From an optimization exercise on the open Yosys and OpenROAD flow, aimed at small area, a short achievable clock period and few clock cycles per item; shortcuts taken in it are not production practice. The RTL was checked by simulation tests, not by an equivalence proof against the original design.

==> flow/design.v, too long to show whole: its modules and the start of the top module <==
// module running_sample_statistics: 1698 lines
module running_sample_statistics
(
    input  logic        clk,
    input  logic        rst_n,
    input  logic        in_valid,
    output logic        in_stall,
    input  logic [15:0] sample,
    output logic        out_valid,
    input  logic        out_stall,
    output logic [15:0] sample_total,
    output logic [23:0] mean_value,
    output logic [15:0] lowest_seen,
    output logic [15:0] highest_seen,
    output logic [22:0] std_deviation,
    output logic        dropped
);
  // ...
==> flow/flow/run.sh <==
#!/bin/bash
# The standard layout (standard.sh, unchanged synthesis and steps), with the timing repair
# aiming for 6.5 ns of setup slack (a 4.5 ns period) instead of 0. The clock period and the
# constraints are the standard flow's own. ORFS's per-step logs stay under orfs/logs.
set -euo pipefail
bash standard.sh SETUP_SLACK_MARGIN=6.5 finish > standard_flow.log 2>&1
==> flow/standard.sh <==
#!/bin/bash
# synth_recipe.tcl (not shown) runs the flow's synth.tcl, then flattens the netlist and writes it again
# the make line also repeats each setting of config.mk as NAME=value (left out here)
make -C /OpenROAD-flow-scripts/flow DESIGN_CONFIG=/design/flow/config.mk WORK_HOME=/design/flow/orfs CLKGATE_MAP_FILE= SYNTH_SCRIPT=/design/flow/synth_recipe.tcl "${@:-finish}"
==> flow/config.mk <==
export PLATFORM = sky130hd
export DESIGN_NAME = running_sample_statistics
export DESIGN_NICKNAME = running_sample_statistics
export VERILOG_FILES = /design/flow/design.v
export SDC_FILE = /design/flow/constraint.sdc
export NUM_CORES = 4
export LEC_CHECK = 0
export ABC_AREA = 1
export CAP_MARGIN = 20
export CORE_MARGIN = 2
export CORE_UTILIZATION = 40
export CTS_BUF_LIST = sky130_fd_sc_hd__clkbuf_8
export SLEW_MARGIN = 20
==> flow/constraint.sdc <==
create_clock -name core_clock -period 11.0 [get_ports {clk}]
set_input_delay 2.2000 -clock core_clock [delete_from_list [all_inputs] [get_ports {clk}]]
set_output_delay 2.2000 -clock core_clock [all_outputs]
set_load 0.01 [all_outputs]
==> impl_metrics.yaml, run 1 <==
run_status:
  status: "complete, no violations"
finish:
  nFillCells: 53637
  seq_share_pct: 27.25
  seq_area_um2: 71780
  comb.multi_input.count: 20992
  area_growth_pct: 18.70
  multiInputGateArea_um2: 143300
  nonClkBufAreaFrac_pct: 3.971
logic_synthesis:
  synth-edff-count: 192
  yosys.area.top_type: "dfxtp_1"
  synthArstFlopShare_pct: 10.73
  synth_area_um2: 221900
  synth_top_family_by_area: "adder cells"
die:
  io_pins: 118
  start_util_pct: 40.15
worst_setup_path:
  crit_required_ns: 12.11
  worstSetupPathType: "register to register"
  rrSetupSlack_ns: 6.20
  path_depth: 23
timing:
  finClkSkew_ns: 0.1120
  period_share_pct: 43.61
  slew-limit-headroom_pct: 33.35
placement:
  dpl.cell_count: 35769
cts:
  clk_pin_slew_worst_paths_ns: 0.07
  post_cts_resized: 1558
worst_hold_path:
  whs_path_depth: 0
  hold_class: "register to register"
route:
  wl_met2_mm: 344.9
  wl_met1_mm: 310.8
Testbench counts, summed over its fixed seeds: cycles 2,256, items 2,048.
==> run 2, diff against run 1 <==
--- a/flow/design.v
+++ b/flow/design.v
@@ -56,30 +56,36 @@
     logic        fb_u;
     logic        disc;
     logic [6:0]  rcnt;
     logic        stall_r;
     logic [15:0] s0_x;
     logic s0_u;
     logic [15:0] a1_x;
     logic a1_u;
-    logic [24:0] a1_pmh;
-    logic [23:0] a1_pml;
+    logic [19:0] a1_pm0;
+    logic [19:0] a1_sq0;
+    logic [19:0] a1_pm1;
+    logic [19:0] a1_sq1;
+    logic [19:0] a1_pm2;
+    logic [19:0] a1_sq2;
+    logic [19:0] a1_pm3;
+    logic [19:0] a1_sq3;
+    logic [15:0] a1_mb;
     logic [31:0] a1_s1b;
-    logic [14:0] a1_sqh;
-    logic [16:0] a1_sqm;
-    logic [15:0] a1_sql;
     logic [15:0] a2_x;
     logic a2_u;
     logic [33:0] a2_y;
     logic [30:0] a2_sq;
     logic [15:0] b1_x;
     logic b1_u;
-    logic [41:0] b1_ph;
-    logic [41:0] b1_pl;
+    logic [37:0] b1_ph0;
+    logic [37:0] b1_ph1;
+    logic [37:0] b1_ph2;
+    logic [37:0] b1_ph3;
     logic [30:0] b1_sq;
     logic [15:0] b2_x;
     logic b2_u;
     logic [47:0] b2_dl;
     logic [15:0] c_x;
     logic c_u;
     logic [5:0] p1_rm;
     logic [4:0] p1_q;
@@ -292,36 +298,48 @@
     logic p17_r;
     logic p18_v;
     logic p18_r;
     logic p19_v;
     logic p19_r;
     assign fb_any = fb_f | fb_r;
     logic        ua_c;
     assign ua_c = s0_v ? ~(&m_h) : s0_u;
-    logic signed [24:0] pmh_c;
-    assign pmh_c = $signed({1'b0, m_h}) * $signed(s0_x[15:8]);
-    logic [23:0] pml_c;
-    assign pml_c = m_h * s0_x[7:0];
-    logic signed [15:0] sqh_c;
-    assign sqh_c = $signed(s0_x[15:8]) * $signed(s0_x[15:8]);
-    logic signed [16:0] sqm_c;
-    assign sqm_c = $signed(s0_x[15:8]) * $signed({1'b0, s0_x[7:0]});
-    logic [15:0] sql_c;
-    assign sql_c = s0_x[7:0] * s0_x[7:0];
+    logic [15:0] xu0;
+    assign xu0 = {~s0_x[15], s0_x[14:0]};
+    logic [19:0] pm0_c;
+    assign pm0_c = m_h * xu0[3:0];
+    logic [19:0] sqp0_c;
+    assign sqp0_c = xu0 * xu0[3:0];
+    logic [19:0] pm1_c;
+    assign pm1_c = m_h * xu0[7:4];
+    logic [19:0] sqp1_c;
+    assign sqp1_c = xu0 * xu0[7:4];
+    logic [19:0] pm2_c;
+    assign pm2_c = m_h * xu0[11:8];
+    logic [19:0] sqp2_c;
+    assign sqp2_c = xu0 * xu0[11:8];
+    logic [19:0] pm3_c;
+    assign pm3_c = m_h * xu0[15:12];
+    logic [19:0] sqp3_c;
+    assign sqp3_c = xu0 * xu0[15:12];
     logic signed [33:0] y_c;
-    assign y_c = ($signed(a1_pmh) <<< 8) + $signed({1'b0, a1_pml}) - $signed({a1_s1b[31], a1_s1b, 1'b0});
-    logic signed [32:0] sq_full;
-    assign sq_full = $signed({1'b0, a1_sqh, 16'd0}) + ($signed(a1_sqm) <<< 9) + $signed({1'b0, a1_sql});
-    logic signed [41:0] ph_c;
-    assign ph_c = $signed(a2_x[15:8]) * $signed(a2_y);
-    logic signed [42:0] pl_c;
-    assign pl_c = $signed({1'b0, a2_x[7:0]}) * $signed(a2_y);
-    logic [49:0] dl_full;
-    assign dl_full = {b1_ph, 8'd0} + {{8{b1_pl[41]}}, b1_pl} + {4'd0, s2_h};
+    assign y_c = $signed({14'd0, a1_pm0}) + $signed({10'd0, a1_pm1, 4'd0}) + $signed({6'd0, a1_pm2, 8'd0}) + $signed({2'd0, a1_pm3, 12'd0}) - $signed({3'b000, a1_mb, 15'd0}) - $signed({a1_s1b[31], a1_s1b, 1'b0});
+    logic [33:0] sq_full;
+    assign sq_full = {14'd0, a1_sq0} + {10'd0, a1_sq1, 4'd0} + {6'd0, a1_sq2, 8'd0} + {2'd0, a1_sq3, 12'd0} - {2'b00, ~a1_x[15], a1_x[14:0], 16'd0} + {4'b0001, 30'd0};
+    logic signed [37:0] ph0_c;
+    assign ph0_c = $signed(a2_y) * $signed({1'b0, a2_x[3:0]});
+    logic signed [37:0] ph1_c;
+    assign ph1_c = $signed(a2_y) * $signed({1'b0, a2_x[7:4]});
+    logic signed [37:0] ph2_c;
+    assign ph2_c = $signed(a2_y) * $signed({1'b0, a2_x[11:8]});
+    logic signed [37:0] ph3_c;
+    assign ph3_c = $signed(a2_y) * $signed(a2_x[15:12]);
+    logic signed [49:0] dl_full;
+    assign dl_full = $signed(b1_ph0) + ($signed(b1_ph1) <<< 4) + ($signed(b1_ph2) <<< 8) + ($signed(b1_ph3) <<< 12) + $signed({4'd0, s2_h});
     logic [59:0] sdr0;
     assign sdr0 = d_h[59:0];
     logic [1:0] srs0;
     assign srs0 = d_h[61:60];
     logic [2:0] sdf0;
     assign sdf0 = {1'b0, srs0} - 3'(2'b01);
     logic sft0;
     assign sft0 = ~sdf0[2];
@@ -1286,30 +1304,36 @@
     logic [6:0]  rcnt_nx;
     assign rcnt_nx = rcnt + {6'd0, discard} - {6'd0, convert};
     always_ff @(posedge clk)
     begin
         s0_x <= fb_any ? fb_x : sample;
         s0_u <= fb_u;
         a1_x <= s0_x;
         a1_u <= ua_c;
-        a1_pmh <= pmh_c;
-        a1_pml <= pml_c;
+        a1_pm0 <= pm0_c;
+        a1_sq0 <= sqp0_c;
+        a1_pm1 <= pm1_c;
+        a1_sq1 <= sqp1_c;
+        a1_pm2 <= pm2_c;
+        a1_sq2 <= sqp2_c;
+        a1_pm3 <= pm3_c;
+        a1_sq3 <= sqp3_c;
+        a1_mb <= m_h;
         a1_s1b <= s1_h;
-        a1_sqh <= sqh_c[14:0];
-        a1_sqm <= sqm_c;
-        a1_sql <= sql_c;
         a2_x <= a1_x;
         a2_u <= a1_u;
         a2_y <= y_c;
         a2_sq <= sq_full[30:0];
         b1_x <= a2_x;
         b1_u <= a2_u;
-        b1_ph <= ph_c;
-        b1_pl <= pl_c[41:0];
+        b1_ph0 <= ph0_c;
+        b1_ph1 <= ph1_c;
+        b1_ph2 <= ph2_c;
+        b1_ph3 <= ph3_c;
         b1_sq <= a2_sq;
         b2_x <= b1_x;
         b2_u <= b1_u;
         b2_dl <= dl_full[47:0];
         c_x <= b2_x;
         c_u <= b2_u;
         p1_rm <= sr4;
         p1_q <= sq4;
==> run 2 against run 1 <==
Worst hold slack improved by 0.011 ns. Wire length decreased by 6.6%. Die area up 2.6%. Clock skew decreased by 0.025 ns. Highest routed layer unchanged. Largest cell class unchanged. Still clean on timing, DRC and antenna. Via count is essentially flat.
==> impl_metrics.yaml, run 2 <==
logic_synthesis:
  syn_inst: 29331
  ys_types: 79
  syn_area_per_cell_um2: 7.764
  synth-edff-count: 192
  synthArstFlopShare_pct: 10.28
  synthTopCellsByCount: "nand2_1 (6776), inv_1 (3848), dfxtp_1 (2960)"
  synth_area_um2: 227700
  synth_seq_area_share_pct: 32.52
  yosys.area.top_type_share_pct: 26.02
  ys.flop_type: "dfxtp_1"
  synth_area_leaders: "dfxtp_1 (26%), ha_1 (14%), nand2_1 (11%)"
  yosys.area.top_type: "dfxtp_1"
  ys_ff_latch: 3513
  yosysWarningCount: 1
  synthMostInstantiatedCell: "nand2_1"
worst_setup_path:
  crit_family: "simple AND/OR/NAND/NOR gates"
  rrSetupSlack_ns: 6.45
  cp_slowest_cell: "o21ai_0"
  cp_max_fo: 8
  timing.rr.start: "p16_q[33]$_DFF_P_"
  worstSetupPathType: "register to register"
  crit_buf_inv: 4
  slowest_delay_ns: 0.50
  path_depth: 22
  r2r_cells: 22
  crit_arrival_ns: 5.74
  crit_required_ns: 12.19
  crit_path_start_kind: "register"
  path_cells: "ha_4 > nand2_4 > or3_4 > nor2_4 > inv_2 > nor3_4 > nand4_1 > nand3_4 > buf_12 > clkinv_16 > o21ai_1 > inv_1 > ha_4 > a21oi_4 > nor2_1 > o21ai_0 > a21oi_1 > o21ai_0 > nand3_1 > xor2_1 > nand2_2 > nand2_1"
  rr_endpoint: "p17_rm[36]$_DFF_P_"
  worstSetupEndpointType: "register"
timing:
  tightestPinTransition_ns: 1.085
  period_share_pct: 41.36
  finalHoldViolations: 0
  fin_setup_tns_ns: 0
  slew_viol_final: 0
  finClkSkew_ns: 0.08735
  fmax_mhz: 219.8
  setup_viol: 0
  post-route-min-period_ns: 4.549
  rsz0062_at_grt: "yes"
  slew-limit-headroom_pct: 27.69
  setup_ws_ns: 6.451
die:
  dieArea_um2: 575400
  die_h_um: 758.5
  num_rows: 277
  die_x_um: 758.5
  io_pins: 118
  start_util_pct: 40.09
  core_um2: 568000
worst_hold_path:
  whs_path_depth: 0
  hold_class: "register to register"
  holdPathEnd: "c_x[0]$_DFF_P_"
  min_from: "b2_x[0]$_DFF_P_"
route:
  drt-total-wl_mm: 691.7
  vias_per_cell: 5.132
  drt-initial-drc-count: 11912
  wl_per_cell_um: 18.05
  ant_nets: 0
  vias: 196595
  firstDrtPassIters: 7
  route.detailed.drc: 0
cts:
  cts_buffers: 613
  clk_pin_slew_worst_paths_ns: 0.06
  clk-insertion-delay-late_ns: 1.24
  clockRootBuffer: "clkbuf_8"
  cts-htree-levels: 6
  cts.sinks: 3513
  cts_tree: "done"
  ctsLongestPathBuffers: 4
global_routing:
  grt_overflow: 0
  grt_max_degree: 114
  grt_pass1_wl_mm: 1048
  grt_antenna_before_repair: 30
  grt_use_total_pct: 22.71
  grt_pass1_vias: 190515
placement:
  dp_hpwl_mm: 531.0
  place_congestion: 0.9407
  place_ws_ns: 4.167
  portBuffers: 117
finish:
  final_cell_mix: "nand2_1 (6569), inv_1 (3911), dfxtp_1 (2665), ha_1 (2238), a21oi_1 (2144)"
  top_regs: "out_r x96, sk_r x96, d_h x62"
  final_common_cell: "nand2_1"
  finalNetCount: 33490
  area_growth_pct: 16.49
  drive_gt1_share_pct: 11.61
job:
  maxCapViolations: 0
run_status:
  status: "complete, no violations"
[run 2: cell count changes in the layout (fill, tap and decap cells not counted), moves of 55 or more]
cell,before,now
inv_2,142,47
nor2_1,1728,1664
a21oi_2,237,182
ha_4,248,174
buf_4,645,545
ha_1,1955,2238
nand2_2,212,154
a21oi_1,2039,2144
o21ai_0,1397,1685
nand2_1,6630,6569
xor2_1,926,1046
dfxtp_1,2504,2665
a21o_1,171,230
[run 2: worst max-delay path by stage]
stage / startpoint / to / slack [ns]
5_1_grt: p16_q[33]$_DFF_P_ / p17_rm[23]$_DFF_P_ / 6.31
3_5_place_dp: p16_q[22]$_DFF_P_ / p17_rm[27]$_DFF_P_ / 4.17
4_1_cts: p12_m[3]$_DFF_P_ / p13_mr[3]$_DFF_P_ / 6.43
3_3_place_gp: p16_q[24]$_DFF_P_ / p17_rm[21]$_DFF_P_ / 4.09
2_1_floorplan: out_stall / out_r[0]$_DFFE_PP_ / 6.50
6_report: p16_q[33]$_DFF_P_ / p17_rm[36]$_DFF_P_ / 6.45
[run 2: per-layer routing]
| metal | track usage [%] | up-vias | share of wire, % |
|---|---|---|---|
| met4 | 8.610 | 12 | 4.4 |
| li1 | - | 98444 | - |
| met3 | 2.351 | 1308 | 4.2 |
| met1 | 28.57 | 92426 | 43 |
| met2 | 39.98 | 4405 | 48 |
| met5 | 0 | - | 0.011 |
[run 2: area by class of cell]
cell class / instances / area, um2
clock buffer: 731 / 10060
fill: 55807 / 302800
timing repair inverter: 46 / 417.9
sequential: 3513 / 74600
tap: 7533 / 9425
multi-input combinational: 21413 / 144700
timing repair buffer: 794 / 7649
clock inverter: 396 / 3403
inverter: 3880 / 14990
antenna: 4 / 10.01
[run 2: kinds of logic after synthesis]
| logic type | Yosys count | share of synthesized area, % |
|---|---|---|
| and+or+nand+nor | 10578 | 19.01 |
| xor gates and xnor gates | 1747 | 6.722 |
| muxes | 26 | 0.1242 |
| adders and majority gates | 3209 | 20.08 |
| other | 1 | 0.001647 |
| DFF | 3513 | 32.52 |
| buffers and inverters | 4422 | 7.380 |
| AOI/OAI and AO/OA | 5835 | 14.16 |
[run 2: what timing repair did]
action / 4_1_cts / 5_1_grt
setup buffers: 225 / 289
hold buffers: 0 / 0
endpoints found under the setup margin: 925 / 916
gates cloned: 48 / 43
gates resized for setup: 1181 / 1526
pin swaps: 119 / 312
[run 2: per-stage QoR]
step                      hold slack, ns  std cells  utilization (%)  cell area, um2
after global placement            0.3096      36573            41.76          237200
after CTS                         0.2545      37973            45.20          256800
final                             0.2750      38310            46.70          265300
after floorplan                   0.3096      29331                -          227800
after detailed placement          0.3121      36573            41.76          237200
after global routing              0.2618      38309            46.70          265300
[run 2: worst register-to-register path, delay by kind of cell, from the launching register on]
family / cells / cell delay (ns)
AO/OA/AOI/OAI: 5 / 1.31
buffers and inverters: 4 / 0.43
XOR/XNOR: 1 / 0.21
flip-flops: 1 / 0.36
adder cells (fa/ha/maj): 2 / 0.56
AND/OR/NAND/NOR: 10 / 1.57
Testbench counts of run 2, summed over its fixed seeds: cycles 2,256, items 2,048.

==> static timing again, ports no longer ideal <==
How much do the figures lean on ideal ports? The routed layouts below were timed once more, with nothing changed but the port constraints. Step 1, drivers: a clkbuf_16 drives clk and a buf_2 each remaining input, both assumed. Step 2 times the ports against the registers' clock, not the clock port: input delays grow and output delays shrink by t, the midpoint of the rising clock arrivals with the driver on. Three values: ideal ports, drivers, drivers and shift; two values: the first two.
| run | t, ns | setup WS [ns] | clock arrival spread, ns |
|---|---|---|---|
| run 1 | 1.346 | 6.203 / 6.203 / 5.396 | 0.126 / 0.126 |
| run 2 | 1.339 | 6.451 / 6.451 / 5.412 | 0.154 / 0.154 |
After both steps setup and hold are still met in every run listed. For run 2, which loses most, drivers alone change the setup slack by 0.000 ns; drivers and shift together by -1.039 ns.
